This design comes from an exercise in tuning for small area, a short achievable clock period and few clock cycles per item on the open sky130 flow, not from production work.
Where RTL was checked, it was by simulation tests only, not by an equivalence proof against the original.
No functional check of the RTL was part of runs 3 to 6.
Power and IR drop assume default switching activity.

`design/flow/design.v`:
```
package aaci_pkg;
   localparam logic [1:0] CMD_ADD = 2'd0;
   localparam logic [1:0] CMD_SUB = 2'd1;
   localparam logic [1:0] CMD_MUL = 2'd2;
   localparam logic [1:0] CMD_BYE = 2'd3;
   localparam logic [2:0] ST_OK       = 3'd0;
   localparam logic [2:0] ST_BAD_CMD  = 3'd1;
   localparam logic [2:0] ST_FEW_ARGS = 3'd2;
   localparam logic [2:0] ST_MANY     = 3'd3;
   localparam logic [2:0] ST_BAD_IN   = 3'd4;
   localparam logic [2:0] ST_BYE      = 3'd5;
   localparam logic [2:0] ST_OVERFLOW = 3'd6;
endpackage
module ascii_arith_command_interpreter (
   input  logic        clock,
   input  logic        reset,
   input  logic        req_valid,
   output logic        req_ready,
   input  logic [7:0]  req_byte_req,
   output logic        rsp_valid,
   input  logic        rsp_ready,
   output logic [2:0]  rsp_status,
   output logic [31:0] rsp_value
);
   localparam logic [1:0] CMD_ADD = 2'd0;
   localparam logic [1:0] CMD_SUB = 2'd1;
   localparam logic [1:0] CMD_MUL = 2'd2;
   localparam logic [1:0] CMD_BYE = 2'd3;
   localparam logic [2:0] ST_OK       = 3'd0;
   localparam logic [2:0] ST_BAD_CMD  = 3'd1;
   localparam logic [2:0] ST_FEW_ARGS = 3'd2;
   localparam logic [2:0] ST_MANY     = 3'd3;
   localparam logic [2:0] ST_BAD_IN   = 3'd4;
   localparam logic [2:0] ST_BYE      = 3'd5;
   localparam logic [2:0] ST_OVERFLOW = 3'd6;
   localparam logic [1:0] M_FIRST = 2'd0;
   localparam logic [1:0] M_ADD   = 2'd1;
   localparam logic [1:0] M_SUB   = 2'd2;
   localparam logic [1:0] M_MUL   = 2'd3;
   logic        v_ff, v_in, rr_ff, rr_in;
   logic [7:0]  b_ff, b_in;
   logic        ign_ff, ign_in;        
   logic [7:0]  len_ff, len_in;        
   logic        full_ff, full_in;      
   logic [3:0]  pos_ff, pos_in;        
   logic [1:0]  cmd_ff, cmd_in;        
   logic        alive_ff, alive_in;    
   logic        nul_ff, nul_in;
   logic [2:0]  spc_ff, spc_in;        
   logic        badin_ff, badin_in;    
   logic        lastsp_ff, lastsp_in;  
   logic [31:0] r_ff, t_ff, sum;
   logic        rv_ff, rv_in;
   logic [2:0]  st_ff;
   logic [1:0]  mode_in;               
   logic        ps2_ff, ps4_ff, ps8_ff, qs1_ff, qs2_ff, qsn_ff;
   logic is_nl, is_sp, is_dig, is_nul, go, lend, spc0, word_end_ok;
   logic [3:0] name_len;
   logic [7:0] name_chr;
   logic [2:0] status;
   assign is_nl  = b_ff == 8'd10;
   assign is_sp  = b_ff == 8'd32;
   assign is_nul = b_ff == 8'd0;
   assign is_dig = b_ff[7:4] == 4'h3 && (!b_ff[3] || b_ff[2:1] == 2'b00);
   assign req_ready = rr_ff;
   assign go        = v_ff && rr_ff;
   assign lend      = go && !ign_ff && (is_nl || full_ff);
   assign spc0      = spc_ff == 3'd0;
   always_comb begin
      unique case (cmd_ff)
         CMD_ADD: name_len = 4'd3;
         CMD_SUB: name_len = 4'd8;
         CMD_MUL: name_len = 4'd8;
         default: name_len = 4'd3;
      endcase
      name_chr = 8'd0;
      unique case (cmd_ff)
         CMD_ADD: case (pos_ff)
            4'd1: name_chr = "d";
            4'd2: name_chr = "d";
            default: ;
         endcase
         CMD_SUB: case (pos_ff)
            4'd1: name_chr = "u";
            4'd2: name_chr = "b";
            4'd3: name_chr = "t";
            4'd4: name_chr = "r";
            4'd5: name_chr = "a";
            4'd6: name_chr = "c";
            4'd7: name_chr = "t";
            default: ;
         endcase
         CMD_MUL: case (pos_ff)
            4'd1: name_chr = "u";
            4'd2: name_chr = "l";
            4'd3: name_chr = "t";
            4'd4: name_chr = "i";
            4'd5: name_chr = "p";
            4'd6: name_chr = "l";
            4'd7: name_chr = "y";
            default: ;
         endcase
         default: case (pos_ff)
            4'd1: name_chr = "y";
            4'd2: name_chr = "e";
            default: ;
         endcase
      endcase
   end
   assign word_end_ok = alive_ff && pos_ff == name_len;
   always_comb begin
      if (nul_ff)
         status = ST_BAD_CMD;
      else if (spc_ff == 3'd5)
         status = ST_MANY;
      else if (spc0 ? !word_end_ok : !alive_ff)
         status = ST_BAD_CMD;
      else if (cmd_ff == CMD_BYE)
         status = ST_BYE;
      else if (spc_ff < 3'd2)
         status = ST_FEW_ARGS;
      else if (badin_ff || lastsp_ff)
         status = ST_BAD_IN;
      else
         status = ST_OK;
      if (!is_nl)
         status = ST_OVERFLOW;
   end
   always_comb begin
      ign_in    = ign_ff;
      len_in    = len_ff;
      pos_in    = pos_ff;
      cmd_in    = cmd_ff;
      alive_in  = alive_ff;
      nul_in    = nul_ff;
      spc_in    = spc_ff;
      badin_in  = badin_ff;
      lastsp_in = lastsp_ff;
      rv_in     = rv_ff && !rsp_ready;
      if (go) begin
         if (ign_ff) begin
            ign_in = !is_nl;
         end else if (lend) begin
            rv_in     = 1'b1;
            ign_in    = !is_nl;
            len_in    = '0;
            pos_in    = '0;
            cmd_in    = CMD_ADD;
            alive_in  = 1'b1;
            nul_in    = 1'b0;
            spc_in    = '0;
            badin_in  = 1'b0;
            lastsp_in = 1'b0;
         end else begin
            len_in    = len_ff + 8'd1;
            lastsp_in = is_sp;
            if (is_nul) begin
               nul_in = 1'b1;
            end
            if (is_sp) begin
               if (spc0) begin
                  alive_in = word_end_ok;
               end else if (lastsp_ff) begin
                  badin_in = 1'b1;
               end
               if (spc_ff != 3'd5) begin
                  spc_in = spc_ff + 3'd1;
               end
            end else if (spc0) begin
               pos_in = pos_ff + 4'd1;
               if (pos_ff == 4'd0) begin
                  alive_in = alive_ff && (b_ff == "a" || b_ff == "s" || b_ff == "m" || b_ff == "b");
                  cmd_in   = b_ff[4] ? CMD_SUB : b_ff[3] ? CMD_MUL : b_ff[1] ? CMD_BYE : CMD_ADD;
               end else if (pos_ff >= name_len || b_ff != name_chr) begin
                  alive_in = 1'b0;
               end
            end else if (!is_dig) begin
               badin_in = 1'b1;
            end
         end
      end
      full_in = len_in == 8'd255;
      v_in  = rr_ff ? req_valid : v_ff;
      b_in  = rr_ff ? req_byte_req : b_ff;
      rr_in = !(v_in && rv_in && (b_in == 8'd10 || b_in == 8'd32 || full_in));
      if (spc_in == 3'd1)
         mode_in = M_FIRST;
      else if (cmd_in == CMD_MUL)
         mode_in = M_MUL;
      else if (cmd_in == CMD_SUB)
         mode_in = M_SUB;
      else
         mode_in = M_ADD;
   end
   function automatic logic [11:0] slots(input logic [1:0] m, input logic [3:0] d);
      logic [4:0] v, r;
      logic a2, p2, a1, p1;
      logic [2:0] n;
      unique case (m)
         M_FIRST: v = {1'b0, d};
         M_ADD:   v = 5'd9 + {1'b0, d};
         M_SUB:   v = 5'd9 - {1'b0, d};
         default: v = {4'd0, d == 4'd7};
      endcase
      a2 = v >= 5'd4;
      p2 = v >= 5'd8;
      r  = v - (a2 ? 5'd4 : 5'd0) - (p2 ? 5'd4 : 5'd0);
      a1 = r >= 5'd2;
      p1 = r >= 5'd4;
      r  = r - (a1 ? 5'd2 : 5'd0) - (p1 ? 5'd2 : 5'd0);
      n  = r[2:0];
      slots = {2'b00, a2, p2, a1, p1, n >= 3'd1, n >= 3'd2, n >= 3'd3, n >= 3'd4,
               n >= 3'd5, n >= 3'd6};
   endfunction
   function automatic logic [5:0] selects(input logic [1:0] m, input logic [3:0] d);
      logic ps2, ps4, ps8, qs1, qs2, qsn;
      ps2 = 1'b0; ps4 = 1'b0; ps8 = 1'b0; qs1 = 1'b0; qs2 = 1'b0; qsn = 1'b0;
      unique case (m)
         M_FIRST: ;
         M_MUL: unique case (d)
            4'd1: qs1 = 1'b1;
            4'd2: ps2 = 1'b1;
            4'd3: begin ps2 = 1'b1; qs1 = 1'b1; end
            4'd4: ps4 = 1'b1;
            4'd5: begin ps4 = 1'b1; qs1 = 1'b1; end
            4'd6: begin ps4 = 1'b1; qs2 = 1'b1; end
            4'd7: begin ps8 = 1'b1; qs1 = 1'b1; qsn = 1'b1; end
            4'd8: ps8 = 1'b1;
            4'd9: begin ps8 = 1'b1; qs1 = 1'b1; end
            default: ;
         endcase
         default: begin
            ps8 = 1'b1;
            qs1 = 1'b1;
         end
      endcase
      selects = {ps2, ps4, ps8, qs1, qs2, qsn};
   endfunction
   logic [11:0] sl;                    
   logic [31:0] opa, opb, opp, opq, s1, c1, s2, c2;
   logic [32:0] sum33;
   always_comb begin
      opa = {r_ff[28:0], sl[9], sl[7], sl[5]};
      opb = {r_ff[30:0], sl[4]};
      opp = ({t_ff[30:0], 1'b0} & {32{ps2_ff}}) | ({t_ff[29:0], 2'b0} & {32{ps4_ff}})
          | ({t_ff[28:0], 3'b0} & {32{ps8_ff}}) | {29'd0, sl[8], sl[6], sl[3]};
      opq = ((t_ff & {32{qs1_ff}}) | ({t_ff[30:0], 1'b0} & {32{qs2_ff}})) ^ {32{qsn_ff}};
      s1  = opa ^ opb ^ opp;
      c1  = (opa & opb) | (opa & opp) | (opb & opp);
      s2  = s1 ^ {c1[30:0], sl[2]} ^ opq;
      c2  = (s1 & {c1[30:0], sl[2]}) | (s1 & opq) | ({c1[30:0], sl[2]} & opq);
      sum33 = {s2, sl[0]} + {c2[30:0], sl[1], 1'b1};
      sum   = sum33[32:1];
   end
   always_ff @(posedge clock) begin
      if (rr_ff) begin
         b_ff <= req_byte_req;
      end
   end
   always_ff @(posedge clock) begin
      if (reset) begin
         v_ff      <= 1'b0;
         rr_ff     <= 1'b1;
         rv_ff     <= 1'b0;
         ign_ff    <= 1'b0;
         len_ff    <= '0;
         full_ff   <= 1'b0;
         pos_ff    <= '0;
         cmd_ff    <= CMD_ADD;
         alive_ff  <= 1'b1;
         nul_ff    <= 1'b0;
         spc_ff    <= '0;
         badin_ff  <= 1'b0;
         lastsp_ff <= 1'b0;
      end else begin
         v_ff      <= v_in;
         rr_ff     <= rr_in;
         rv_ff     <= rv_in;
         ign_ff    <= ign_in;
         len_ff    <= len_in;
         full_ff   <= full_in;
         pos_ff    <= pos_in;
         cmd_ff    <= cmd_in;
         alive_ff  <= alive_in;
         nul_ff    <= nul_in;
         spc_ff    <= spc_in;
         badin_ff  <= badin_in;
         lastsp_ff <= lastsp_in;
      end
   end
   always_ff @(posedge clock) begin
      sl <= slots(mode_in, b_in[3:0]);
      {ps2_ff, ps4_ff, ps8_ff, qs1_ff, qs2_ff, qsn_ff} <= selects(mode_in, b_in[3:0]);
   end
   always_ff @(posedge clock) begin
      if (lend) begin
         st_ff <= status;
      end
   end
   always_ff @(posedge clock) begin
      if (go && !ign_ff) begin
         if (lend) begin
            if (status != ST_OK) begin
               r_ff <= '0;
            end
         end else if (is_sp) begin
            if (spc0) begin
               r_ff <= '0;
            end else if (spc_ff != 3'd5) begin
               t_ff <= (cmd_ff == CMD_MUL) ? r_ff : ~r_ff;
               if (cmd_ff == CMD_MUL) begin
                  r_ff <= '0;
               end
            end
         end else if (is_dig && !spc0) begin
            r_ff <= sum;
         end
      end
   end
   assign rsp_valid  = rv_ff;
   assign rsp_status = st_ff;
   assign rsp_value  = r_ff;
endmodule
```
`design/flow/run.sh`:
```
#!/bin/bash
# synth_recipe.tcl (not shown) runs the flow's synth.tcl, then flattens the netlist and writes it again
# the make line also repeats each setting of config.mk as NAME=value (left out here)
make -C /OpenROAD-flow-scripts/flow DESIGN_CONFIG=/design/flow/config.mk WORK_HOME=/design/flow/orfs CLKGATE_MAP_FILE= SYNTH_SCRIPT=/design/flow/synth_recipe.tcl finish
```
`design/flow/config.mk`:
```
export PLATFORM = sky130hd
export DESIGN_NAME = ascii_arith_command_interpreter
export DESIGN_NICKNAME = ascii_arith_command_interpreter
export VERILOG_FILES = /design/flow/design.v
export SDC_FILE = /design/flow/constraint.sdc
export NUM_CORES = 4
export LEC_CHECK = 0
export CAP_MARGIN = 20
export CORE_MARGIN = 2
export CORE_UTILIZATION = 40
export SETUP_SLACK_MARGIN = 5
export SLEW_MARGIN = 20
```
`design/flow/constraint.sdc`:
```
create_clock -name core_clock -period 10.0 [get_ports {clock}]
set_input_delay 2.0000 -clock core_clock [delete_from_list [all_inputs] [get_ports {clock}]]
set_output_delay 2.0000 -clock core_clock [all_outputs]
set_load 0.01 [all_outputs]
```
==> notes.md, run 1 <==
Global route
The overall global routing resource usage is 18.3%. Entering global routing, the biggest net connects 42 pins. The via count of the first global-routing pass was 7401.

The wire length of the first global-routing pass is 38100 um. The initial antenna violation count is 0. Summed over all layers, the global routing overflow is 0.

Floorplanning
The die is 161 um wide. The die is 161 um tall. The I/O pin count is 49.

The cell row count is 57. The floorplan step defined a core boundary enclosing 24200 um^2. The die footprint is 25900 um^2.

The initial cell density of the core is 40.7%.

Placement
The number of buffers inserted by port buffering is 48. The post-placement worst setup slack is 4.18 ns. The weighted congestion reported at the end of routability-driven placement is 0.877.

The post-placement cell count is 1302. The HPWL reported at the end of detailed placement is 16300 um.

Timing
The count of pins over their slew limit is 0. The maximum frequency from static timing analysis is 211 MHz. The period utilization is 47.4%. The worst path needs 4.74 ns of the cycle, external delays included. After layout, the worst setup slack is 5.26 ns.

The worst slew margin relative to its limit is 32.8%. Setup total negative slack on the finished layout was measured at 0 ns. Setup repair after global routing left no endpoint under its margin. The worst-margin pin slew is 1.01 ns. The worst hold-check slack is 0.477 ns.

The count of endpoints failing hold in the final timing report is 0. Setup violations remaining at the end of the flow were counted as 0. Across the routed clock network, the largest skew measured is 0.0120 ns.

Pwr
The worst-case IR drop observed on VDD is 0.000119 V. The switching share of total power is 36.5%. Of the total power, the clock network draws 27.3%. Combinational cells account for 44.9% of the total power.

The analysis attributes to net switching a power of 789 uW. The leakage power figure is 0.00431 uW. The internal portion of the total power is 1380 uW. The power density over the cells is 196 nW/um^2.

The sequential power share is 27.7%.

Final layout
The final layout contains 1137 nets. 0 antenna diodes ended up in the layout. In the final layout, the share of cells above drive strength 1 is 8.55%.

The final cell count without fillers is 1342. From synthesis to final layout, the design area changed by 11.9%.

Clock network
The TritonCTS buffer count is 17. The deepest level of the CTS H-tree is 4. In this run the deepest clock path goes through 2 buffers. Clock-pin slew was measured on the worst setup and hold paths at 0.06 ns. In this run the clock root is driven by a clkbuf_16. Counting every sink on the clock net gives 117.

The clock network latency to the later pin of the worst-skew pair is 0.43 ns. Hold repair after CTS inserted 0 buffers. The clock tree from TritonCTS is built.

Synthesis
The area fraction of the dominant cell type after synthesis is 20.4%. The async set-reset flop share out of synthesis is 0%. The post-synthesis cell type with the largest combined area is edfxtp_1.

The post-synthesis net count is 1131. Counting every instance in the synthesized netlist gives 999. The most instantiated flip-flop cell in the synthesis netlist is edfxtp_1. By area the synthesized netlist is led by edfxtp_1 (20%), fa_1 (13%), dfxtp_1 (10%), ha_1 (7.2%), xnor2_1 (7.2%). For this run, the number of Yosys warnings is 1. The number of different library cells in the post-synthesis netlist is 81. The count of flip-flops with a built-in enable after synthesis is 67. After synthesis the netlist holds a flip-flop and latch count of 117. The sequential cell area fraction in the yosys report is 30.6%.

The synthesized cell area is 9860 um^2. The average instance area after synthesis is 9.87 um^2.

Worst hold path
The tightest min-delay check is of the reg -> reg type.

Outcome
The run finished with no timing, DRC or antenna violations.

Setup path
The signal on the critical path passes through clkdlybuf4s50_1 > mux2i_4 > inv_4 > ha_1 > a21oi_1 > o21ai_1 > a311oi_2 > o21ai_1 > o21ai_0 > o21ai_1 > nand2b_1 > ha_1 > ha_1 > xnor2_2 > xnor2_2 > o21ai_1. The critical path data required time is 10.30 ns. In this run the worst path has a maximum fanout of 7. The critical path in this run is classified as in -> reg. STA classifies the critical path startpoint as an input port. For this design, the slowest cell found on the critical path is clkdlybuf4s50_1. The worst setup path is captured at a flip-flop.

The delay of the slowest critical-path stage is 0.44 ns. The cell repeated most along the worst path is o21ai_1. For the worst setup path, the data arrival time is 5.04 ns.

Routing
The remaining routing DRC violations is 0. The first detailed-routing pass ran for 8 iterations. In the routed layout, each cell is associated on average with a via count of 5.50.

The remaining antenna violation count after routing is 0. The detailed router finished its first iteration with 611 violations. The via count is 7383. For this block, the routed nets add up to 22900 um of wire.

The mean routed wirelength per cell is 17.0 um.

Flow run
Across the run, the number of max-cap violations was 0.
## power groups by stage
stage               clock (uW)  sequential [uW]  combinational, uW
global route               622              602               1110
floorplan                    0              603                772
global placement             0              610                952
detailed placement           0              610                955
finish                     592              600                972
CTS                        606              600                965
## worst paths after layout
path | endpoint | slack [ns] | depth (start not counted) | start
hold / removal | lastsp_ff | 0.48 | 2 | lastsp_ff
setup reg to reg | r_ff[30] | 5.42 | 13 | ps4_ff
setup / recovery | sl[3] | 5.26 | 16 | req_byte_req[1]
hold reg to reg | lastsp_ff | 0.48 | 2 | lastsp_ff
## metrics by stage
stage | util (%) | total power [uW] | area, um^2
2_1_floorplan | - | 1380 | 9860
3_3_place_gp | 42.7 | 1560 | 10300
3_5_place_dp | 42.7 | 1560 | 10300
4_1_cts | 45.1 | 2170 | 10900
5_1_grt | 45.5 | 2340 | 11000
6_report | 45.5 | 2160 | 11000
## cell usage in the layout (no fill, tap or decap), types with 22 or more instances in the layout
master	instances
nor3_1	22
a222oi_1	29
a22oi_1	32
o21ai_0	31
xor2_1	24
inv_1	63
fa_1	63
clkdlybuf4s50_1	48
dfxtp_1	48
ha_1	55
nor2_1	70
xnor2_1	80
edfxtp_1	67
nand2_1	51
a21oi_1	44
## registers in the layout, summed over array words and instances (netlist names), 2 cells and up
register / count
r_ff: 32
b_ff: 8
pos_ff: 4
spc_ff: 3
st_ff: 3
cmd_ff: 2
t_ff: 32
len_ff: 8
sl: 10
## Yosys cell counts, drive strengths merged (5+ instances only)
cell,count
a21boi,5
or2,5
a211oi,8
and3,14
or3,6
a222oi,29
o211ai,5
ha,57
dfxtp,50
nor3b,5
clkbuf,36
xor2,24
fa,63
mux2i,11
nand2b,7
edfxtp,67
xnor2,82
o21bai,5
o21a,11
o31ai,6
a21o,21
inv,66
nor3,24
nor4,6
buf,45
nand2,51
a31oi,12
nand3,18
nand4,10
nand3b,5
o21ai,36
a22oi,32
a21oi,44
nor2b,11
nor2,72
## cell type report
| type | instances | area (um^2) |
|---|---|---|
| Fill cell | 2338 | 13200 |
| Multi-Input combinational cell | 734 | 6160 |
| Sequential cell | 117 | 3020 |
| Timing Repair Buffer | 68 | 631 |
| Clock buffer | 23 | 509 |
| Tap cell | 324 | 405 |
| Inverter | 67 | 256 |
| Clock inverter | 9 | 61.3 |
## critical path: cells and delay by family
| kind | cells | cell delay, ns |
|---|---|---|
| AOI/OAI and AO/OA | 7 | 0.94 |
| xor gates and xnor gates | 2 | 0.39 |
| adders and majority gates | 3 | 0.76 |
| buffers and inverters | 2 | 0.53 |
| muxes | 1 | 0.25 |
| and+or+nand+nor | 1 | 0.16 |
## layer usage
metal | share of wire (%) | GRT usage, % | vias to the layer above
li1 | - | - | 3604
met1 | 45 | 24.5 | 3590
met2 | 49 | 30.6 | 173
met3 | 5.1 | 3.47 | 16
met4 | 0.88 | 4.38 | 0
met5 | 0 | 0 | -
## kinds of logic (layout without fill, tap and decap cells)
family          count (synthesis)  count (layout)  share of synthesized area [%]
mux                            15              15                           1.70
fa+ha+maj                     120             120                           20.0
xor+xnor                      106             106                           9.49
simple gates                  253             253                           13.3
compound gates                240             240                           17.3
flops                         117             117                           30.6
buf+inv                       148             167                           7.63
## what timing repair did
item | in CTS | in global routing
endpoints found under the setup margin | 6 | 6
endpoints found under the hold margin | 0 | 0
buffers inserted | 1 | 7
gates resized for setup | 6 | 13
pin swaps | 1 | 4
Testbench counts, summed over its fixed seeds: cycles 85,220, lines 3,200.
==> run 2, diff against run 1 <==
==> design/flow/flow/run.sh (new file) <==
#!/bin/bash
# Standard layout with a deeper setup repair target; tool output goes to standard.log here.
bash standard.sh SETUP_SLACK_MARGIN=6.5 finish > standard.log 2>&1
==> design/flow/standard.sh (new file) <==
#!/bin/bash
# synth_recipe.tcl (not shown) runs the flow's synth.tcl, then flattens the netlist and writes it again
# the make line also repeats each setting of config.mk as NAME=value (left out here)
make -C /OpenROAD-flow-scripts/flow DESIGN_CONFIG=/design/flow/config.mk WORK_HOME=/design/flow/orfs CLKGATE_MAP_FILE= SYNTH_SCRIPT=/design/flow/synth_recipe.tcl "${@:-finish}"
--- a/design/flow/config.mk
+++ b/design/flow/config.mk
@@ -8,5 +8,4 @@
 export CAP_MARGIN = 20
 export CORE_MARGIN = 2
 export CORE_UTILIZATION = 40
-export SETUP_SLACK_MARGIN = 5
 export SLEW_MARGIN = 20
removed: design/flow/run.sh
==> run 2 against run 1 <==
Critical path depth is 3 lower; clock-buffer cell count is 2 lower; final cell count is 8.4% higher; non-clock buffer count is 113 higher; core utilization is 7.3 points higher; clock skew is 0.0020 ns lower; routed wire length is 15% higher; sequential share of layout area is 3.6 points lower; die area stayed put; critical endpoint is now r_ff[24].
==> notes.md, run 2 <==
Outcome
The run finished with no timing, DRC or antenna violations.

Worst hold path
The count of cells along the worst hold path came to 2 (unchanged). The worst hold path belongs to the class reg -> reg. The path with the worst hold slack has its endpoint at lastsp_ff. The startpoint identified for the worst hold timing path is lastsp_ff.

Final layout
The largest registers in the layout are r_ff x32, t_ff x32, sl x10. The final design area excluding fillers was 12800 um^2 (+16%). The multi-input logic area is 6860 um^2 (+11%).

In the layout the commonest cells are buf_4 (112), xnor2_1 (79), nor2_1 (68). The most common cell after layout, fill and taps aside is buf_4. The number of antenna diodes is 0 (unchanged). From synthesis to final layout, the design area changed by 29.9%. The post-route core utilization is 52.8% (+7.3 points). The share of layout cells above drive strength 1 is 26.7% (+18 points). The sequential cell area is 3040 um^2 (+0.87%). The fill cell instance count of the final layout came to 2162 (-7.5%). The number of nets in the layout was 1250 (+9.9%).

Setup path
The signal on the critical path passes through buf_8 > a222oi_1 > inv_1 > fa_1 > fa_1 > ha_4 > a211o_1 > o221ai_4 > a211oi_2 > o41a_1 > a31oi_1 > xor2_1 > nor2_1. The worst register-to-register path begins at ps4_ff. The depth of the worst register-to-register path is 13 (unchanged). The maximum fanout along the worst path is 6 (-1). The endpoint identified for the worst register-to-register timing path is r_ff[24]. The cell repeated most along the worst path is fa_1.

STA classifies the critical path endpoint as a flip-flop. The worst reg-to-reg setup slack was 5.83 ns (+0.41 ns). The delay of the slowest critical-path stage was 0.57 ns (+0.13 ns). The critical path data required time is 10.16 ns (-0.14 ns).

On the critical path, the stage with the largest delay is an instance of fa_1. The critical path is of the reg -> reg type. The number of buffer and inverter stages on the critical path is 2 (unchanged). The critical path startpoint category is a flip-flop. The endpoint arrival time on the critical path is 4.32 ns (-0.72 ns).

In this design, the largest share of critical-path delay is due to compound AO/OA/AOI/OAI gates.

Floorplanning
The die height was 161 um (unchanged). The horizontal extent of the die came to 161 um (unchanged). The initial cell density of the core came to 40.7% (unchanged). The die footprint came to 25900 um^2 (unchanged). The cell row count is 57 (unchanged). The I/O pin count is 49 (unchanged). The placeable core region came to 24200 um^2 (unchanged).

Routing
The remaining routing DRC violations is 0 (unchanged). The via count is 8092 (+9.6%). The mean number of vias per cell was 5.56 (+1.1%). The total wire length after detailed routing is 26300 um (+15%). The remaining antenna violation count after routing is 0 (unchanged). The mean routed wirelength per cell came to 18.1 um (+6.3%). The iteration-0 DRC count of the detailed router is 692 (+13%). The number of detailed-route iterations in the first pass is 6 (-2).

Clock network
The number of buffers between clock root and the deepest sink is 2 (unchanged). The total number of clock tree sinks was 117 (unchanged). The deepest level of the CTS H-tree is 4 (unchanged).

The TritonCTS buffer count is 17 (unchanged). CTS placed an instance of clkbuf_16 at the clock tree root. The clock tree from TritonCTS is built. The total of hold buffers inserted after clock tree synthesis came to 0 (unchanged). The clock network latency to the later pin of the worst-skew pair is 0.42 ns (about the same). The clock transition at the registers of the reported paths was 0.06 ns (about the same).

Synthesis
The post-synthesis instance total was 999 (unchanged). The area fraction of the dominant cell type after synthesis is 20.4% (unchanged). The number of different library cells in the post-synthesis netlist is 81 (unchanged).

The post-synthesis cell type with the largest combined area is edfxtp_1. The most instantiated flip-flop cell in the synthesis netlist is edfxtp_1. The synthesized cell area is 9860 um^2 (unchanged). The async set-reset flop share out of synthesis is 0% (unchanged).

After synthesis, the cell types taking the most area are edfxtp_1 (20%), fa_1 (13%), dfxtp_1 (10%), ha_1 (7.2%), xnor2_1 (7.2%). The average instance area after synthesis is 9.87 um^2 (unchanged). The most common cell in the netlist is xnor2_1. The sequential cell area fraction in the yosys report is 30.6% (unchanged).

The total number of yosys warnings is 1 (unchanged). The post-synthesis net count was 1131 (unchanged). The count of flip-flops with a built-in enable after synthesis is 67 (unchanged).

In the synthesized netlist, the cells that appear most often are xnor2_1 (81), nor2_1 (71), edfxtp_1 (67), inv_1 (66), fa_1 (63). The number of storage elements in the synthesis netlist was 117 (unchanged).

Global route
The overall global routing resource usage is 20.7% (+2.5 points). The wire length of the first global-routing pass is 43300 um (+13%). The largest net degree at the start of global routing came to 42 (unchanged). The initial antenna violation count is 0 (unchanged). The overflow left after global routing is 0 (unchanged). The via count of the first global-routing pass is 8326 (+12%).

Pwr
The highest ir drop seen on vdd is 0.000135 V (+14%). The leakage power figure is 0.00506 uW (+17%). The power density over the cells is 207 nW/um^2 (+5.6%).

Placement
The weighted congestion reported at the end of routability-driven placement is 0.822 (-6.3%). The placed cell area came to 10600 um^2 (+2.5%). The HPWL reported at the end of detailed placement came to 16600 um (+1.9%). The number of buffers inserted by port buffering is 48 (unchanged).

Timing
The final worst clock skew came to 0.00992 ns (-0.00203 ns). The period utilization came to 41.7% (-5.8 points). The count of pins over their slew limit is 0 (unchanged).

The final number of setup-violating endpoints is 0 (unchanged). The worst-margin pin slew came to 0.704 ns (-0.301 ns). The maximum frequency from static timing analysis is 240 MHz (+14%). The worst slew margin relative to its limit is 53.1% (+20 points). The count of endpoints failing hold in the final timing report is 0 (unchanged).

The minimum period implied by the final worst setup slack is 4.17 ns (-0.576 ns). Setup repair after global routing could not meet its margin everywhere. The accumulated negative setup slack was 0 ns (unchanged).

Flow run
The number of maximum-capacitance violations was 0 (unchanged).
## run 2: cell counts after synthesis
No cell type changed its count.
## run 2: stage by stage
stage	instances	power, uW	setup WS (ns)	hold slack (ns)
2_1_floorplan	999	1470	5.62	0.441
3_3_place_gp	1301	1650	4.94	0.460
3_5_place_dp	1301	1660	4.86	0.463
4_1_cts	1431	2580	5.84	0.472
5_1_grt	1455	2840	5.67	0.500
6_report	1455	2650	5.83	0.471
## run 2: worst max path at each step
stage / startpoint / to / depth (start not counted) / slack, ns
2_1_floorplan: req_byte_req[2] / sl[3] / 15 / 5.62
3_3_place_gp: req_byte_req[0] / sl[3] / 16 / 4.94
3_5_place_dp: req_byte_req[2] / sl[3] / 16 / 4.86
4_1_cts: t_ff[0] / r_ff[30] / 13 / 5.84
5_1_grt: ps4_ff / r_ff[26] / 14 / 5.67
6_report: ps4_ff / r_ff[24] / 13 / 5.83
## run 2: logic make-up (layout without fill, tap and decap cells)
family,after synthesis,after routing,share of synthesized area (%)
AOI/OAI and AO/OA,240,240,17.3
xor gates and xnor gates,106,106,9.49
adders and majority gates,120,120,20.0
buffers and inverters,148,280,7.63
DFF,117,117,30.6
muxes,15,15,1.70
and+or+nand+nor,253,253,13.3
## run 2: power by group
group / switching (uW) / leakage [uW] / internal [uW]
registers: 19.3 / 0.00102 / 581
logic: 697 / 0.00373 / 716
clock network: 244 / 0.000306 / 396
## run 2: worst register-to-register path, delay by kind of cell, from the launching register on
| kind | cells | cell delay [ns] |
|---|---|---|
| AND/OR/NAND/NOR | 1 | 0.06 |
| flip-flops | 1 | 0.39 |
| adder cells (fa/ha/maj) | 3 | 1.27 |
| XOR/XNOR | 1 | 0.17 |
| AO/OA/AOI/OAI | 6 | 1.77 |
| buffers and inverters | 2 | 0.25 |
## run 2: what timing repair did
item                                    4_1_cts  5_1_grt
resized for setup                           137       35
pin swaps                                    66       52
cloned                                        1        0
setup buffers                                97       23
endpoints found under the hold margin         0        0
endpoints found under the setup margin       62       41
## run 2: final cells by class
cell class | count | area share (%)
Multi-Input combinational cell | 734 | 53.6
Sequential cell | 117 | 23.7
Timing Repair Buffer | 181 | 12.6
Clock buffer | 21 | 4.01
Tap cell | 324 | 3.16
Inverter | 67 | 2.07
Clock inverter | 11 | 0.840
## run 2: per-layer routing
layer	vias up	routed length [um]	track usage (%)
met5	-	0	0
met2	234	13300	35.8
met4	0	405	6.53
met1	3990	11300	26.4
li1	3832	-	-
met3	36	1400	3.80
==> run 3, diff against run 2 <==
--- a/design/flow/design.v
+++ b/design/flow/design.v
@@ -52,7 +52,7 @@
    logic [31:0] r_ff, t_ff, sum;
    logic        rv_ff, rv_in;
    logic [2:0]  st_ff;
-   logic [1:0]  mode_in;               
+   logic [1:0]  mode_ff, mode_in;      
    logic        ps2_ff, ps4_ff, ps8_ff, qs1_ff, qs2_ff, qsn_ff;
    logic is_nl, is_sp, is_dig, is_nul, go, lend, spc0, word_end_ok;
    logic [3:0] name_len;
@@ -236,9 +236,9 @@
       endcase
       selects = {ps2, ps4, ps8, qs1, qs2, qsn};
    endfunction
-   logic [11:0] sl;                    
+   logic [11:0] sl;
    logic [31:0] opa, opb, opp, opq, s1, c1, s2, c2;
-   logic [32:0] sum33;
+   assign sl = slots(mode_ff, b_ff[3:0]);
    always_comb begin
       opa = {r_ff[28:0], sl[9], sl[7], sl[5]};
       opb = {r_ff[30:0], sl[4]};
@@ -249,8 +249,7 @@
       c1  = (opa & opb) | (opa & opp) | (opb & opp);
       s2  = s1 ^ {c1[30:0], sl[2]} ^ opq;
       c2  = (s1 & {c1[30:0], sl[2]}) | (s1 & opq) | ({c1[30:0], sl[2]} & opq);
-      sum33 = {s2, sl[0]} + {c2[30:0], sl[1], 1'b1};
-      sum   = sum33[32:1];
+      sum = s2 + {c2[30:0], sl[1]} + {31'd0, sl[0]};
    end
    always_ff @(posedge clock) begin
       if (rr_ff) begin
@@ -289,7 +288,7 @@
       end
    end
    always_ff @(posedge clock) begin
-      sl <= slots(mode_in, b_in[3:0]);
+      mode_ff <= mode_in;
       {ps2_ff, ps4_ff, ps8_ff, qs1_ff, qs2_ff, qsn_ff} <= selects(mode_in, b_in[3:0]);
    end
    always_ff @(posedge clock) begin
==> design/flow/flow/run.sh (replaced) <==
#!/bin/bash
# Standard layout with a deeper setup repair target; tool output goes to standard.log here.
bash standard.sh SETUP_SLACK_MARGIN=7 finish > standard.log 2>&1
==> run 3 against run 2 <==
Sequential share of layout area grew 0.71 points; sequential power shrank 9.7%; via count shrank 7.5%; die area shrank 7.6%; routed wire length shrank 10%; worst setup slack lost 1.3 ns; area after synthesis shrank 7.8%; highest routed layer unchanged; first-iteration DRC count shrank 20%; combinational power shrank about 30%; worst hold slack gained 0.021 ns; fmax shrank 24%; register-to-register slack lost 1.3 ns.
==> notes.md, run 3 <==
Outcome
The run finished with no timing, DRC or antenna violations.

Final layout
Leaving out fill and tap cells, the most frequent cells in the layout are xnor2_1 (83), buf_6 (76), buf_4 (75). The share of layout cells above drive strength 1 is 28.1% (+1.4 points). The number of antenna diodes was 0 (unchanged). The final cell count without fillers came to 1355 (-6.9%). The library cell used most frequently in the layout, excluding fill and tap cells, is xnor2_1. The largest registers in the layout are r_ff x32, t_ff x32. From synthesis to final layout, the design area changed by 29.3%. The number of nets in the layout is 1194 (-4.5%).

Global route
The largest net degree at the start of global routing is 33 (-21%). The overall global routing resource usage is 20.0% (-0.76 points). The via count of the first global-routing pass is 7540 (-9.4%). The overflow left after global routing came to 0 (unchanged). The initial antenna violation count is 0 (unchanged). The wire length of the first global-routing pass is 38600 um (-11%).

Placement
The number of buffers inserted by port buffering is 48 (unchanged). The weighted congestion reported at the end of routability-driven placement is 0.845 (+2.8%). The post-placement cell count was 1222 (-6.1%). The HPWL reported at the end of detailed placement was 15800 um (-4.9%).

Clock network
The TritonCTS buffer count is 9 (-8). The deepest level of the CTS H-tree is 3 (-1). The clock transition at the registers of the reported paths was 0.09 ns (+0.03 ns).

The clock network latency to the later pin of the worst-skew pair is 0.37 ns (-0.05 ns). The clock tree from TritonCTS is built. The total number of clock tree sinks was 109 (-6.8%). The total of hold buffers inserted after clock tree synthesis was 0 (unchanged). Clock tree synthesis selected as its root buffer the cell clkbuf_16.

The number of buffers between clock root and the deepest sink is 2 (unchanged).

Timing
The final worst clock skew came to 0.0124 ns (+0.00251 ns). Setup repair after global routing could not meet its margin everywhere. The final number of setup-violating endpoints is 0 (unchanged).

The count of endpoints failing hold in the final timing report is 0 (unchanged). The period utilization came to 55.1% (+13 points). The maximum frequency from static timing analysis is 182 MHz (-24%).

The worst-margin pin slew is 1.11 ns (+0.406 ns). The accumulated negative setup slack came to 0 ns (unchanged). The worst slew margin relative to its limit came to 26.0% (-27 points). The minimum period implied by the final worst setup slack is 5.51 ns (+1.34 ns).

The count of pins over their slew limit is 0 (unchanged).

Synthesis
The most common cell in the netlist is xnor2_1. The count of flip-flops with a built-in enable after synthesis was 67 (unchanged). The post-synthesis instance total is 921 (-7.8%). The synthesized cell area is 9090 um^2 (-7.8%). After synthesis, the cell types taking the most area are edfxtp_1 (22%), fa_1 (14%), dfxtp_1 (9.2%), xnor2_1 (8.4%), ha_1 (7.4%). The number of storage elements in the synthesis netlist is 109 (-6.8%).

The post-synthesis net count is 1050 (-7.2%). The biggest area contributor in the post-synthesis netlist is edfxtp_1. The number of different library cells in the post-synthesis netlist is 78 (-3.7%). The async set-reset flop share out of synthesis is 0% (unchanged). The average instance area after synthesis is 9.87 um^2 (about the same).

The sequential cell area fraction in the yosys report is 31.4% (+0.82 points). The total number of yosys warnings is 1 (unchanged). The most instantiated flip-flop cell in the synthesis netlist is edfxtp_1. The area fraction of the dominant cell type after synthesis came to 22.1% (+1.7 points). Ranked by instance count, the synthesized netlist is headed by xnor2_1 (87), nor2_1 (78), inv_1 (75), edfxtp_1 (67).

Floorplanning
The die height came to 155 um (-3.9%). The die footprint is 24000 um^2 (-7.6%). The placeable core region was 22500 um^2 (-7.2%). The initial cell density of the core is 40.4% (-0.27 points). The I/O pin count is 49 (unchanged). The horizontal extent of the die was 155 um (-3.9%). The cell row count is 55 (-3.5%).

Setup path
The maximum fanout along the worst path is 5 (-1). The endpoint arrival time on the critical path is 5.63 ns (+1.31 ns). The critical path start-end classification is reg -> reg.

The critical path data required time came to 10.13 ns (-0.03 ns). The critical path endpoint category is a flip-flop. The worst setup path is launched from a flip-flop.

Routing
The mean number of vias per cell came to 5.52 (-0.67%). The remaining routing DRC violations is 0 (unchanged). The mean routed wirelength per cell is 17.5 um (-3.6%). The total wire length after detailed routing is 23700 um (-10%). The remaining antenna violation count after routing came to 0 (unchanged). The number of detailed-route iterations in the first pass came to 9 (+3).

The iteration-0 DRC count of the detailed router is 552 (-20%). The via count came to 7485 (-7.5%).

Pwr
The highest ir drop seen on vdd is 0.0000985 V (-27%). The leakage power figure came to 0.00478 uW (-5.5%). The power density over the cells is 162 nW/um^2 (-22%).

Worst hold path
The worst hold path belongs to the class reg -> reg.

Flow run
The number of maximum-capacitance violations came to 0 (unchanged).
-- run 3: cell types whose count changed in the layout (fill, tap and decap cells not counted), moves of 14 or more --
cell | previous run | this run
ha_4 | 25 | 6
buf_4 | 112 | 75
buf_6 | 14 | 76
ha_1 | 31 | 47
clkdlybuf4s50_1 | 25 | 5
dlygate4sd2_1 | 15 | 1
-- run 3: repair_timing --
| item | in CTS | in global routing |
|---|---|---|
| resized for setup | 252 | 79 |
| endpoints found under the setup margin | 133 | 90 |
| pin swaps | 46 | 66 |
| setup buffers | 88 | 29 |
-- run 3: critical path, cell delays in order, from the launching register on --
cell	delay (ns)
dfxtp_4	0.38
buf_4	0.14
ha_2	0.20
a21oi_2	0.19
o22ai_2	0.15
or2_4	0.27
buf_6	0.12
fa_2	0.34
inv_2	0.08
ha_4	0.14
nand2_4	0.04
nor2_4	0.13
nand2_2	0.07
fa_1	0.52
fa_1	0.45
fa_2	0.40
a211oi_2	0.29
o21ai_2	0.08
a311o_1	0.34
a21oi_2	0.26
o41ai_4	0.10
a311oi_2	0.30
xor2_1	0.19
nor2_1	0.06
-- run 3: cell families after synthesis --
family,share of synthesized area (%)
buf+inv,4.98
xor+xnor,10.1
mux,1.39
compound gates,18.2
fa+ha+maj,21.3
flops,31.4
simple gates,12.6
-- run 3: path summary, 6_finish.rpt --
check             from        end  slack, ns  cells after the start
max            b_ff[1]   r_ff[30]       4.49                     23
min reg2reg  len_ff[1]  len_ff[1]       0.49                      2
min          len_ff[1]  len_ff[1]       0.49                      2
max reg2reg    b_ff[1]   r_ff[30]       4.49                     23
-- run 3: per-stage QoR --
stage          power (uW)  hold slack, ns  util [%]  setup WS, ns  cell area, um^2
5_1_grt              2040           0.530      52.2          4.24            11800
3_5_place_dp         1360           0.463      44.3          4.21             9970
3_3_place_gp         1350           0.458      44.2          4.37             9940
2_1_floorplan        1210           0.441         -          4.70             9200
4_1_cts              1820           0.496      50.1          4.43            11300
6_report             1900           0.493      52.2          4.49            11800
-- run 3: final cells by class --
cell class	instances	area, um^2
Inverter	75	290
Timing Repair Buffer	174	1620
Clock buffer	9	225
Fill cell	1990	10800
Multi-Input combinational cell	696	6320
Sequential cell	109	2870
Tap cell	285	357
Clock inverter	7	57.6
-- run 3: power breakdown --
part | internal (uW) | total (uW) | switching, uW | leakage, uW
registers | 521 | 542 | 20.5 | 0.000951
clock network | 174 | 364 | 190 | 0.000145
logic | 475 | 994 | 519 | 0.00369
-- run 3: routing by layer --
layer	global-route usage [%]	routed length, um	share of wire [%]
met1	26.8	10800	46
met2	33.4	11400	48
met3	2.52	959	4.1
met4	6.79	469	2.0
met5	0	0	0
==> run 4, diff against run 3 <==
==> design/flow/run.sh (new file) <==
#!/bin/bash
# synth_recipe.tcl (not shown) runs the flow's synth.tcl, then flattens the netlist and writes it again
# the make line also repeats each setting of config.mk as NAME=value (left out here)
make -C /OpenROAD-flow-scripts/flow DESIGN_CONFIG=/design/flow/config.mk WORK_HOME=/design/flow/orfs CLKGATE_MAP_FILE= SYNTH_SCRIPT=/design/flow/synth_recipe.tcl finish
--- a/design/flow/config.mk
+++ b/design/flow/config.mk
@@ -8,4 +8,5 @@
 export CAP_MARGIN = 20
 export CORE_MARGIN = 2
 export CORE_UTILIZATION = 40
+export SETUP_SLACK_MARGIN = 5
 export SLEW_MARGIN = 20
removed: design/flow/flow/run.sh
removed: design/flow/standard.sh
==> run 4 against run 3 <==
Fmax grew 2.0%; worst setup slack gained 0.11 ns; sequential power shrank 2%; largest power group unchanged; via count shrank 5.3%; final cell count shrank 6.4%; critical path depth grew 2; clock skew shrank 0.0020 ns; worst hold slack lost 0.0059 ns; critical path type unchanged; routed wire length shrank 5.6%; still clean on timing, DRC and antenna; sequential share of layout area grew 2.3 points.
==> notes.md, run 4 <==
Final layout
The final design area excluding fillers is 10700 um^2 (-8.9%). The final cell count without fillers is 1268 (-6.4%). The share of layout cells above drive strength 1 is 13.5% (-15 points). The library cell used most frequently in the layout, excluding fill and tap cells, is xnor2_1. The growth of design area from synthesis to finish is 17.8%. The largest registers in the layout are r_ff x32, t_ff x32. The number of antenna diodes is 0 (unchanged). Leaving out fill and tap cells, the most frequent cells in the layout are xnor2_1 (83), nor2_1 (76), inv_1 (70).

The number of nets in the layout is 1107 (-7.3%).

Global route
The global-route track usage on met2 is 32.2% (-1.3 points). The overall global routing resource usage is 19.3% (-0.66 points). The overflow left after global routing came to 0 (unchanged). The met3 routing resource usage after global routing was 2.86% (+0.34 points). The routing usage on met1 came to 26.6% (-0.28 points). met2 is the most crowded layer.

The initial antenna violation count was 0 (unchanged). The via count of the first global-routing pass is 7147 (-5.2%). The largest net degree at the start of global routing is 33 (unchanged).

The wire length of the first global-routing pass is 37300 um (-3.4%).

Setup path
The slowest cell on the critical path is fa_2. The cell family contributing the most delay on the critical path is adder cells. The critical path is of the reg -> reg type.

By instance count, the cell type seen most on the critical path is nand2_2. The worst setup path is captured at a flip-flop. The critical path data required time is 10.12 ns (about the same). The endpoint arrival time on the critical path is 5.52 ns (-0.11 ns). The worst setup path is launched from a flip-flop. The maximum fanout along the worst path came to 3 (-2).

The delay of the slowest critical-path stage was 0.56 ns (+0.04 ns). The number of buffer and inverter stages on the critical path is 3 (unchanged).

Clock network
The number of buffers between clock root and the deepest sink is 2 (unchanged). The clock network latency to the later pin of the worst-skew pair is 0.36 ns (about the same). The TritonCTS buffer count is 9 (unchanged).

The CTS root buffer is clkbuf_16. TritonCTS built the clock tree. The total number of clock tree sinks is 109 (unchanged). The clock transition at the registers of the reported paths is 0.08 ns (about the same). The deepest level of the CTS H-tree came to 3 (unchanged).

Synthesis
The post-synthesis instance total is 921 (unchanged). The async set-reset flop share out of synthesis is 0% (unchanged). Counting instances in the post-synthesis netlist gives the leading cell types as xnor2_1 (87), nor2_1 (78), inv_1 (75), edfxtp_1 (67). The average instance area after synthesis was 9.87 um^2 (unchanged).

The biggest area contributor in the post-synthesis netlist is edfxtp_1. The count of flip-flops with a built-in enable after synthesis is 67 (unchanged). The most common cell in the synthesized netlist is xnor2_1. By area the synthesized netlist is led by edfxtp_1 (22%), fa_1 (14%), dfxtp_1 (9.2%), xnor2_1 (8.4%), ha_1 (7.4%).

The number of storage elements in the synthesis netlist is 109 (unchanged). The area fraction of the dominant cell type after synthesis is 22.1% (unchanged). The most instantiated flip-flop cell in the synthesis netlist is edfxtp_1. The post-synthesis net count is 1050 (unchanged). The number of different library cells in the post-synthesis netlist is 78 (unchanged). The synthesized cell area is 9090 um^2 (unchanged). The total number of yosys warnings is 1 (unchanged). The sequential cell area fraction in the yosys report is 31.4% (unchanged).

Floorplanning
The placeable core region came to 22500 um^2 (unchanged). The I/O pin count is 49 (unchanged). The die footprint came to 24000 um^2 (unchanged).

The horizontal extent of the die is 155 um (unchanged). The initial cell density of the core is 40.4% (unchanged). The cell row count is 55 (unchanged). The die height is 155 um (unchanged).

Timing
The maximum frequency from static timing analysis came to 185 MHz (+2.0%). The final number of setup-violating endpoints is 0 (unchanged). The period utilization is 54.0% (-1.1 points).

Setup repair after global routing could not meet its margin everywhere. The accumulated negative setup slack is 0 ns (unchanged). The final worst clock skew is 0.0105 ns (-0.00196 ns). The count of pins over their slew limit came to 0 (unchanged).

The worst slew margin relative to its limit was 29.1% (+3.1 points). The worst-margin pin slew is 1.06 ns (-0.0462 ns). The minimum period implied by the final worst setup slack is 5.40 ns (-0.106 ns). The count of endpoints failing hold in the final timing report is 0 (unchanged).

Placement
The number of buffers inserted by port buffering came to 48 (unchanged). The HPWL reported at the end of detailed placement is 15800 um (-0.13%). The weighted congestion reported at the end of routability-driven placement came to 0.838 (-0.82%). The post-placement cell count is 1223 (+0.082%).

The placed cell area is 9940 um^2 (-0.25%).

Routing
The total wire length after detailed routing came to 22300 um (-5.6%). The mean number of vias per cell came to 5.59 (+1.2%). The number of detailed-route iterations in the first pass is 9 (unchanged). The remaining antenna violation count after routing came to 0 (unchanged).

The mean routed wirelength per cell came to 17.6 um (+0.92%). The remaining routing DRC violations came to 0 (unchanged). The iteration-0 DRC count of the detailed router is 569 (+3.1%).

The via count came to 7089 (-5.3%).

Pwr
The highest ir drop seen on vdd came to 0.0000910 V (-7.6%). The power density over the cells is 176 nW/um^2 (+8.8%). The leakage power figure came to 0.00419 uW (-12%).

Flow run
The number of maximum-capacitance violations came to 0 (unchanged).

Worst hold path
The worst hold path belongs to the class reg -> reg.

Outcome
The run finished with no timing, DRC or antenna violations.
==> run 4: area by class of cell <==
| class | count | area [um^2] |
|---|---|---|
| Multi-Input combinational cell | 696 | 6100 |
| Timing Repair Buffer | 87 | 803 |
| Tap cell | 285 | 357 |
| Sequential cell | 109 | 2870 |
| Clock inverter | 3 | 45.0 |
| Clock buffer | 13 | 250 |
| Inverter | 75 | 287 |
| Fill cell | 2115 | 11800 |
==> run 4: worst reg2reg max path: cells and delay by family, from the launching register on <==
kind | cells | cell delay, ns
xor+xnor | 1 | 0.17
fa+ha+maj | 6 | 2.28
compound gates | 8 | 1.54
buf+inv | 3 | 0.17
flops | 1 | 0.37
simple gates | 7 | 0.64
==> run 4: kinds of logic (layout without fill, tap and decap cells) <==
group                    after synthesis  in the layout  share of synthesized area (%)
AND/OR/NAND/NOR                      238            238                           12.6
multiplexers                          12             12                           1.39
AO/OA/AOI/OAI                        224            224                           18.2
adder cells (fa/ha/maj)              117            117                           21.3
buffers and inverters                116            178                           4.98
XOR/XNOR                             105            105                           10.1
flip-flops                           109            109                           31.4
==> run 4: final timing paths <==
path                               start  endpoint  slack [ns]  depth (start not counted)
worst max-delay path             b_ff[2]  r_ff[30]        4.60                         25
worst min-delay path            badin_ff  badin_ff        0.49                          2
worst max register to register   b_ff[2]  r_ff[30]        4.60                         25
worst min register to register  badin_ff  badin_ff        0.49                          2
==> run 4: stage by stage <==
step | utilization [%] | hold WS, ns | total power (uW) | setup WS [ns]
after global routing | 47.6 | 0.519 | 2020 | 4.39
after CTS | 46.8 | 0.489 | 1840 | 4.47
after detailed placement | 44.2 | 0.471 | 1350 | 4.22
after global placement | 44.1 | 0.453 | 1340 | 4.37
after floorplan | - | 0.441 | 1200 | 4.70
final | 47.6 | 0.487 | 1880 | 4.60
==> run 4: routing by layer <==
| layer | routed length [um] | vias to the layer above | part of all wire, % |
|---|---|---|---|
| met2 | 10600 | 185 | 47 |
| met3 | 946 | 22 | 4.2 |
| met1 | 10500 | 3474 | 47 |
| met4 | 333 | 0 | 1.5 |
| li1 | - | 3408 | - |
| met5 | 0 | - | 0 |
==> run 4: repair_timing <==
item / CTS / global route
pin swaps: 39 / 42
hold buffers: 0 / 0
resized for setup: 34 / 22
setup endpoints to repair: 25 / 27
setup buffers: 22 / 7
==> run 4: report_power, final <==
part	internal [uW]	total, uW	switching [uW]
clock network	203	375	172
logic	466	975	509
registers	522	533	11.7
total	1190	1880	693
==> run 5, diff against run 4 <==
--- a/design/flow/design.v
+++ b/design/flow/design.v
@@ -192,26 +192,6 @@
       else
          mode_in = M_ADD;
    end
-   function automatic logic [11:0] slots(input logic [1:0] m, input logic [3:0] d);
-      logic [4:0] v, r;
-      logic a2, p2, a1, p1;
-      logic [2:0] n;
-      unique case (m)
-         M_FIRST: v = {1'b0, d};
-         M_ADD:   v = 5'd9 + {1'b0, d};
-         M_SUB:   v = 5'd9 - {1'b0, d};
-         default: v = {4'd0, d == 4'd7};
-      endcase
-      a2 = v >= 5'd4;
-      p2 = v >= 5'd8;
-      r  = v - (a2 ? 5'd4 : 5'd0) - (p2 ? 5'd4 : 5'd0);
-      a1 = r >= 5'd2;
-      p1 = r >= 5'd4;
-      r  = r - (a1 ? 5'd2 : 5'd0) - (p1 ? 5'd2 : 5'd0);
-      n  = r[2:0];
-      slots = {2'b00, a2, p2, a1, p1, n >= 3'd1, n >= 3'd2, n >= 3'd3, n >= 3'd4,
-               n >= 3'd5, n >= 3'd6};
-   endfunction
    function automatic logic [5:0] selects(input logic [1:0] m, input logic [3:0] d);
       logic ps2, ps4, ps8, qs1, qs2, qsn;
       ps2 = 1'b0; ps4 = 1'b0; ps8 = 1'b0; qs1 = 1'b0; qs2 = 1'b0; qsn = 1'b0;
@@ -236,20 +216,40 @@
       endcase
       selects = {ps2, ps4, ps8, qs1, qs2, qsn};
    endfunction
-   logic [11:0] sl;
+   logic [3:0]  d;
+   logic        first, add, sub, mul;
+   logic        a2, a1, a0, b0, p2, p1, p0, x0, y0, ci;
    logic [31:0] opa, opb, opp, opq, s1, c1, s2, c2;
-   assign sl = slots(mode_ff, b_ff[3:0]);
+   logic [32:0] sum33;
+   assign d     = b_ff[3:0];
+   assign first = mode_ff == M_FIRST;
+   assign add   = mode_ff == M_ADD;
+   assign sub   = mode_ff == M_SUB;
+   assign mul   = mode_ff == M_MUL;
+   always_comb begin
+      a2 = ((first || add) && (d[2] || d[3])) || (sub && !d[2] && !d[3]);
+      a1 = ((first || add) && (d[1] || d[3])) || (sub && !d[1] && !d[3]);
+      a0 = ((first || add) && d[0]) || (sub && !d[0]) || (mul && d == 4'd7);
+      b0 = add || (sub && !d[3]) || (first && d[3]);
+      x0 = b0;
+      p2 = add;
+      p1 = add;
+      p0 = add;
+      y0 = add && d[3];
+      ci = add && d[3];
+   end
    always_comb begin
-      opa = {r_ff[28:0], sl[9], sl[7], sl[5]};
-      opb = {r_ff[30:0], sl[4]};
+      opa = {r_ff[28:0], a2, a1, a0};
+      opb = {r_ff[30:0], b0};
       opp = ({t_ff[30:0], 1'b0} & {32{ps2_ff}}) | ({t_ff[29:0], 2'b0} & {32{ps4_ff}})
-          | ({t_ff[28:0], 3'b0} & {32{ps8_ff}}) | {29'd0, sl[8], sl[6], sl[3]};
+          | ({t_ff[28:0], 3'b0} & {32{ps8_ff}}) | {29'd0, p2, p1, p0};
       opq = ((t_ff & {32{qs1_ff}}) | ({t_ff[30:0], 1'b0} & {32{qs2_ff}})) ^ {32{qsn_ff}};
       s1  = opa ^ opb ^ opp;
       c1  = (opa & opb) | (opa & opp) | (opb & opp);
-      s2  = s1 ^ {c1[30:0], sl[2]} ^ opq;
-      c2  = (s1 & {c1[30:0], sl[2]}) | (s1 & opq) | ({c1[30:0], sl[2]} & opq);
-      sum = s2 + {c2[30:0], sl[1]} + {31'd0, sl[0]};
+      s2  = s1 ^ {c1[30:0], x0} ^ opq;
+      c2  = (s1 & {c1[30:0], x0}) | (s1 & opq) | ({c1[30:0], x0} & opq);
+      sum33 = {s2, ci} + {c2[30:0], y0, 1'b1};
+      sum   = sum33[32:1];
    end
    always_ff @(posedge clock) begin
       if (rr_ff) begin
==> run 5 against run 4 <==
Die area grew 1.0%; fmax grew 14%; register-to-register slack gained 0.68 ns.
==> notes.md, run 5 <==
Outcome
The run finished with no timing, DRC or antenna violations.

Final layout
The number of nets in the layout is 1085 (-2.0%). The library cell used most frequently in the layout, excluding fill and tap cells, is inv_1. The number of antenna diodes was 0 (unchanged). The final cell count without fillers is 1254 (-1.1%). The share of layout cells above drive strength 1 is 5.57% (-8.0 points). The growth of design area from synthesis to finish is 11.0%. The sequential cell area is 2850 um^2 (-0.39%). Leaving out fill and tap cells, the most frequent cells in the layout are inv_1 (85), nor2_1 (76), xnor2_1 (75). The fill cell instance count of the final layout is 2177 (+2.9%). The multi-input logic area came to 5830 um^2 (-4.5%). The largest registers in the layout are r_ff x32, t_ff x32. The final design area excluding fillers is 10200 um^2 (-4.7%). The post-route core utilization is 45.2% (-2.4 points).

Worst hold path
The worst hold path belongs to the class reg -> reg. The worst min-delay path startpoint is badin_ff. The capture endpoint of the worst hold path is badin_ff. The count of cells along the worst hold path is 2 (unchanged).

Pwr
The cell internal power dissipation is 1120 uW (-6.0%). The switching share of total power was 40.6% (+3.8 points). The leakage power figure is 0.00403 uW (-3.8%).

The share of total power in the clock network is 18.7% (-1.2 points). The power density over the cells is 185 nW/um^2 (+4.9%). The power consumption is 1880 uW (about the same). The fraction of power consumed by combinational cells is 52.3% (+0.5 points). The sequential power share is 29.0% (+0.7 points). The switching component of the power came to 764 uW (+10%). The highest ir drop seen on vdd was 0.0000894 V (-1.7%).

Timing
The maximum frequency from static timing analysis is 212 MHz (+14%). The final worst clock skew was 0.0132 ns (+0.00271 ns). The final number of setup-violating endpoints is 0 (unchanged). The accumulated negative setup slack came to 0 ns (unchanged). The period utilization was 47.2% (-6.8 points).

The minimum period implied by the final worst setup slack is 4.72 ns (-0.681 ns). The worst slew margin relative to its limit came to 21.6% (-7.5 points). The count of endpoints failing hold in the final timing report is 0 (unchanged). Setup repair after global routing left no endpoint under its margin. The worst-margin pin slew is 1.17 ns (+0.111 ns). The count of pins over their slew limit came to 0 (unchanged).

Flow run
The number of maximum-capacitance violations was 0 (unchanged).

Clock network
The number of buffers between clock root and the deepest sink is 2 (unchanged). The total of hold buffers inserted after clock tree synthesis is 0 (unchanged). The TritonCTS buffer count is 9 (unchanged). The CTS root buffer is clkbuf_16. The post-CTS resize count was 0 (-100%). TritonCTS built the clock tree. The clock transition at the registers of the reported paths is 0.08 ns (about the same). The clock network latency to the later pin of the worst-skew pair is 0.36 ns (about the same). The total number of clock tree sinks was 109 (unchanged). The deepest level of the CTS H-tree is 3 (unchanged). The post-CTS setup buffer count came to 0 (-100%).

Routing
The remaining routing DRC violations is 0 (unchanged). The via count is 7171 (+1.2%). The mean routed wirelength per cell is 18.1 um (+2.5%). The iteration-0 DRC count of the detailed router is 695 (+22%). The remaining antenna violation count after routing was 0 (unchanged). The mean number of vias per cell is 5.72 (+2.3%). The number of detailed-route iterations in the first pass came to 6 (-3). The total wire length after detailed routing is 22600 um (+1.4%).

Global route
The wire length of the first global-routing pass is 37400 um (+0.43%). The initial antenna violation count was 0 (unchanged). The overflow left after global routing is 0 (unchanged).

The largest net degree at the start of global routing is 36 (+9.1%). The overall global routing resource usage is 19.3% (-0.044 points). The via count of the first global-routing pass is 7120 (-0.38%).

Floorplanning
The initial cell density of the core was 40.7% (+0.30 points). The horizontal extent of the die is 156 um (+0.51%). The placeable core region is 22600 um^2 (+0.31%). The I/O pin count is 49 (unchanged).

The cell row count is 55 (unchanged). The die footprint is 24200 um^2 (+1.0%). The die height is 156 um (+0.51%).

Setup path
The critical path endpoint category is a flip-flop. The cell repeated most along the worst path is fa_1. The critical path startpoint category is a flip-flop. The signal on the critical path passes through a222oi_1 > inv_1 > fa_1 > fa_1 > ha_1 > a21o_1 > a221o_1 > a211oi_2 > a211oi_1 > o41a_4 > o22ai_2 > mux2i_1. The endpoint arrival time on the critical path is 4.93 ns (-0.59 ns). The slowest stage of the critical path belongs to the cell dfxtp_1. The critical path data required time is 10.21 ns (+0.09 ns). The worst reg-to-reg setup slack is 5.28 ns (+0.68 ns). The maximum fanout along the worst path is 29 (+26). The startpoint identified for the worst register-to-register timing path is ps8_ff. The delay of the slowest critical-path stage is 1.11 ns (+0.55 ns). The depth of the worst register-to-register path is 12 (-52%).

The critical path start-end classification is reg -> reg. The destination of the worst register-to-register timing path is r_ff[24].

Synthesis
The synthesized cell area is 9190 um^2 (+1.0%). The most common cell in the netlist is inv_1. edfxtp_1 takes more of the synthesized area than any other cell. Yosys attributes the largest share of cell area to edfxtp_1 (22%), fa_1 (13%), dfxtp_1 (9.2%), xnor2_1 (7.2%), ha_1 (6.7%).

The area fraction of the dominant cell type after synthesis is 21.9% (-0.23 points). The commonest cells after synthesis are inv_1 (85), nor2_1 (77), xnor2_1 (75), edfxtp_1 (67), fa_1 (60). The number of storage elements in the synthesis netlist came to 109 (unchanged). The post-synthesis net count was 1065 (+1.4%). The number of different library cells in the post-synthesis netlist was 81 (+3.8%). The post-synthesis instance total is 944 (+2.5%).

The total number of yosys warnings is 1 (unchanged). The sequential cell area fraction in the yosys report is 31.1% (-0.32 points). The most instantiated flip-flop cell in the synthesis netlist is edfxtp_1. The average instance area after synthesis is 9.73 um^2 (-1.4%).

The async set-reset flop share out of synthesis is 0% (unchanged). The count of flip-flops with a built-in enable after synthesis came to 67 (unchanged).

Placement
The post-placement cell count is 1237 (+1.1%). The weighted congestion reported at the end of routability-driven placement was 0.877 (+4.7%). The placed cell area is 9900 um^2 (-0.39%). The number of buffers inserted by port buffering is 48 (unchanged). The HPWL reported at the end of detailed placement is 16300 um (+3.6%).
## run 5: metal layers
metal | GRT usage (%) | vias up | part of all wire, %
li1 | - | 3438 | -
met1 | 26.1 | 3493 | 46
met3 | 2.67 | 24 | 5.1
met4 | 4.54 | 0 | 1.3
met5 | 0 | - | 0
met2 | 32.7 | 216 | 48
## run 5: how the worst max path moves through the flow
| stage | from | endpoint | slack [ns] | cells past startpoint |
|---|---|---|---|---|
| floorplan | ps8_ff | r_ff[28] | 5.76 | 16 |
| global placement | ps8_ff | r_ff[28] | 5.40 | 12 |
| detailed placement | ps8_ff | r_ff[28] | 5.33 | 12 |
| CTS | ps8_ff | r_ff[28] | 5.32 | 12 |
| global route | ps8_ff | r_ff[24] | 5.04 | 14 |
| finish | ps8_ff | r_ff[24] | 5.28 | 12 |
## run 5: power by group through the flow
stage               clock network (uW)  logic [uW]  registers [uW]
floorplan                            0         789             543
global placement                     0         972             555
detailed placement                   0         977             556
CTS                                362         984             545
global route                       373        1110             547
finish                             352         985             546
## run 5: logic make-up after synthesis
group	Yosys count	share of synthesized area, %
AO/OA/AOI/OAI	228	18.5
multiplexers	17	1.92
flip-flops	109	31.1
buffers and inverters	134	5.69
adder cells (fa/ha/maj)	110	19.9
AND/OR/NAND/NOR	244	13.3
XOR/XNOR	102	9.72
## run 5: area by class of cell
class                   count  share of cell area [%]
well taps                 285                    3.50
clock inverters             6                   0.454
clock buffers              10                    2.25
multi-input cells         701                    57.1
inverters                  85                    3.13
repair buffers             58                    5.57
flip-flops and latches    109                    28.0
## run 5: worst max-delay path, delay by kind of cell, from the launching register on
kind	cells	cell delay, ns
compound gates	7	1.83
fa+ha+maj	3	1.29
flops	1	1.11
mux	1	0.20
buf+inv	1	0.13
## run 5: through the flow
stage               hold WS [ns]  setup WS (ns)
floorplan                  0.425           5.76
global placement           0.435           5.40
detailed placement         0.443           5.33
CTS                        0.453           5.32
global route               0.487           5.04
finish                     0.452           5.28
==> run 6, diff against run 5 <==
==> design/flow/flow/run.sh (new file) <==
#!/bin/bash
# Standard layout with a deeper setup repair target; tool output goes to standard.log here.
bash standard.sh SETUP_SLACK_MARGIN=7 finish > standard.log 2>&1
==> design/flow/standard.sh (new file) <==
#!/bin/bash
# synth_recipe.tcl (not shown) runs the flow's synth.tcl, then flattens the netlist and writes it again
# the make line also repeats each setting of config.mk as NAME=value (left out here)
make -C /OpenROAD-flow-scripts/flow DESIGN_CONFIG=/design/flow/config.mk WORK_HOME=/design/flow/orfs CLKGATE_MAP_FILE= SYNTH_SCRIPT=/design/flow/synth_recipe.tcl "${@:-finish}"
--- a/design/flow/config.mk
+++ b/design/flow/config.mk
@@ -8,5 +8,4 @@
 export CAP_MARGIN = 20
 export CORE_MARGIN = 2
 export CORE_UTILIZATION = 40
-export SETUP_SLACK_MARGIN = 5
 export SLEW_MARGIN = 20
removed: design/flow/run.sh
==> run 6 against run 5 <==
Still clean on timing, DRC and antenna; register-to-register slack improved by 0.53 ns; sequential share of layout area fell by 3.7 points; final cell count rose by 9.4%; critical path depth rose by 3; clock skew fell by 0.0030 ns; via count rose by 8.3%; fmax rose by 13%; worst hold slack improved by 0.00073 ns; first-iteration DRC count fell by 8.2%; routed wire length rose by 12%; largest power group unchanged.
==> notes.md, run 6 <==
Routing
The number of detailed-route iterations in the first pass is 9 (+3). The remaining routing DRC violations is 0 (unchanged).

Synthesis
The async set-reset flop share out of synthesis came to 0% (unchanged). The area fraction of the dominant cell type after synthesis is 21.9% (unchanged). Among all flip-flop cells after synthesis, the most frequent one is edfxtp_1.

The total number of yosys warnings is 1 (unchanged). The post-synthesis net count is 1065 (unchanged). Among all cell types in the netlist, the one instantiated most often is inv_1. The number of different library cells in the post-synthesis netlist is 81 (unchanged).

Final layout
The share of layout cells above drive strength 1 is 27.8% (+22 points). In the final layout, the registers with the most flip-flops are r_ff x32, t_ff x32. Leaving out fill and tap cells, the most frequent cell in the layout is buf_4.

Clock network
The TritonCTS buffer count is 9 (unchanged). The total number of clock tree sinks is 109 (unchanged). In this run the clock root is driven by a clkbuf_16. The deepest level of the CTS H-tree is 3 (unchanged).

Setup path
The worst reg2reg path startpoint is t_ff[5]. The endpoint arrival time on the critical path came to 4.32 ns (-0.61 ns). The depth of the worst register-to-register path is 15 (+3).

Timing
Setup repair after global routing could not meet its margin everywhere. The count of endpoints failing hold in the final timing report is 0 (unchanged). The least setup slack across all paths after layout is 5.81 ns (+0.528 ns). The count of pins over their slew limit is 0 (unchanged).

Placement
The number of buffers inserted by port buffering was 48 (unchanged). The HPWL reported at the end of detailed placement is 16600 um (+1.6%).

Floorplanning
The I/O pin count is 49 (unchanged). The die height is 156 um (unchanged). The die footprint came to 24200 um^2 (unchanged). The cell row count is 55 (unchanged).

Global route
The wire length of the first global-routing pass was 40900 um (+9.2%). The initial antenna violation count is 0 (unchanged).

Worst hold path
The worst hold path begins at badin_ff.

Outcome
The run finished with no timing, DRC or antenna violations.

Pwr
The leakage power figure was 0.00482 uW (+20%).
==> run 6: cell types whose count changed in the layout (fill, tap and decap cells not counted), sizes merged, moves of 4 or more <==
cell,before,now
dlygate4sd2,0,5
buf,10,160
clkdlybuf4s50,48,4
clkdlybuf4s15,0,4
==> run 6: cell type report <==
cell class	count	area, um^2
fill	2029	10700
sequential	109	2880
clock buffer	9	225
inverter	85	322
timing repair buffer	175	1590
multi-input combinational	702	6410
tap	285	357
clock inverter	7	70.1
==> run 6: per-stage QoR <==
| step | total power [uW] | hold slack (ns) | utilization [%] |
|---|---|---|---|
| after floorplan | 1380 | 0.425 | - |
| after global placement | 1570 | 0.436 | 44.4 |
| after detailed placement | 1580 | 0.442 | 44.4 |
| after CTS | 2120 | 0.454 | 50.3 |
| after global routing | 2420 | 0.499 | 52.5 |
| final | 2270 | 0.453 | 52.5 |
==> run 6: what timing repair did <==
item | CTS | global route
endpoints found under the setup margin | 124 | 124
gates resized for setup | 242 | 91
setup buffers | 84 | 34
gates cloned | 1 | 0
pin swaps | 33 | 32
==> run 6: worst min-delay path by stage <==
stage                           to  slack [ns]  cells past startpoint
after floorplan           badin_ff        0.43                      2
after global placement    badin_ff        0.44                      2
after detailed placement  badin_ff        0.44                      2
after CTS                 badin_ff        0.45                      2
after global routing      badin_ff        0.50                      2
final                     badin_ff        0.45                      2
==> run 6: logic make-up (layout without fill, tap and decap cells) <==
family,count (synthesis),count (layout),share of synthesized area (%)
AND/OR/NAND/NOR,244,245,13.3
adder cells (fa/ha/maj),110,110,19.9
multiplexers,17,17,1.92
flip-flops,109,109,31.1
buffers and inverters,134,276,5.69
XOR/XNOR,102,102,9.72
AO/OA/AOI/OAI,228,228,18.5
==> run 6: per-layer routing <==
layer  global-route usage (%)  vias to the layer above  wire (um)
met1                     27.3                     3817      11000
li1                         -                     3682          -
met4                     7.21                        0        606
met3                     3.03                       41       1160
met5                        0                        -          0
met2                     36.6                      228      12600
==> run 6: where the power goes <==
| part | internal (uW) | switching, uW |
|---|---|---|
| Clock | 176 | 196 |
| Sequential | 527 | 21.0 |
| Combinational | 636 | 712 |
==> run 6: critical path, stage by stage (launching register included) <==
cell and delay (ns):
edfxtp_1 0.48, a222oi_1 0.35, inv_1 0.09, fa_1 0.50, inv_2 0.04, fa_1 0.52, inv_2 0.05, ha_4 0.22
buf_6 0.11, a211o_1 0.25, a21oi_2 0.24, o211ai_2 0.17, a31oi_4 0.30, nor2_4 0.09, and3_4 0.20, or3_1 0.33

Re-timed with assumed drivers on the ports (clkbuf_16 on the clock, buf_2 on other inputs), run 6 has 5.809 ns of setup slack against 5.809 ns with ideal ports, and 5.809 ns once port delays also move by the mid clock arrival of 0.416 ns.
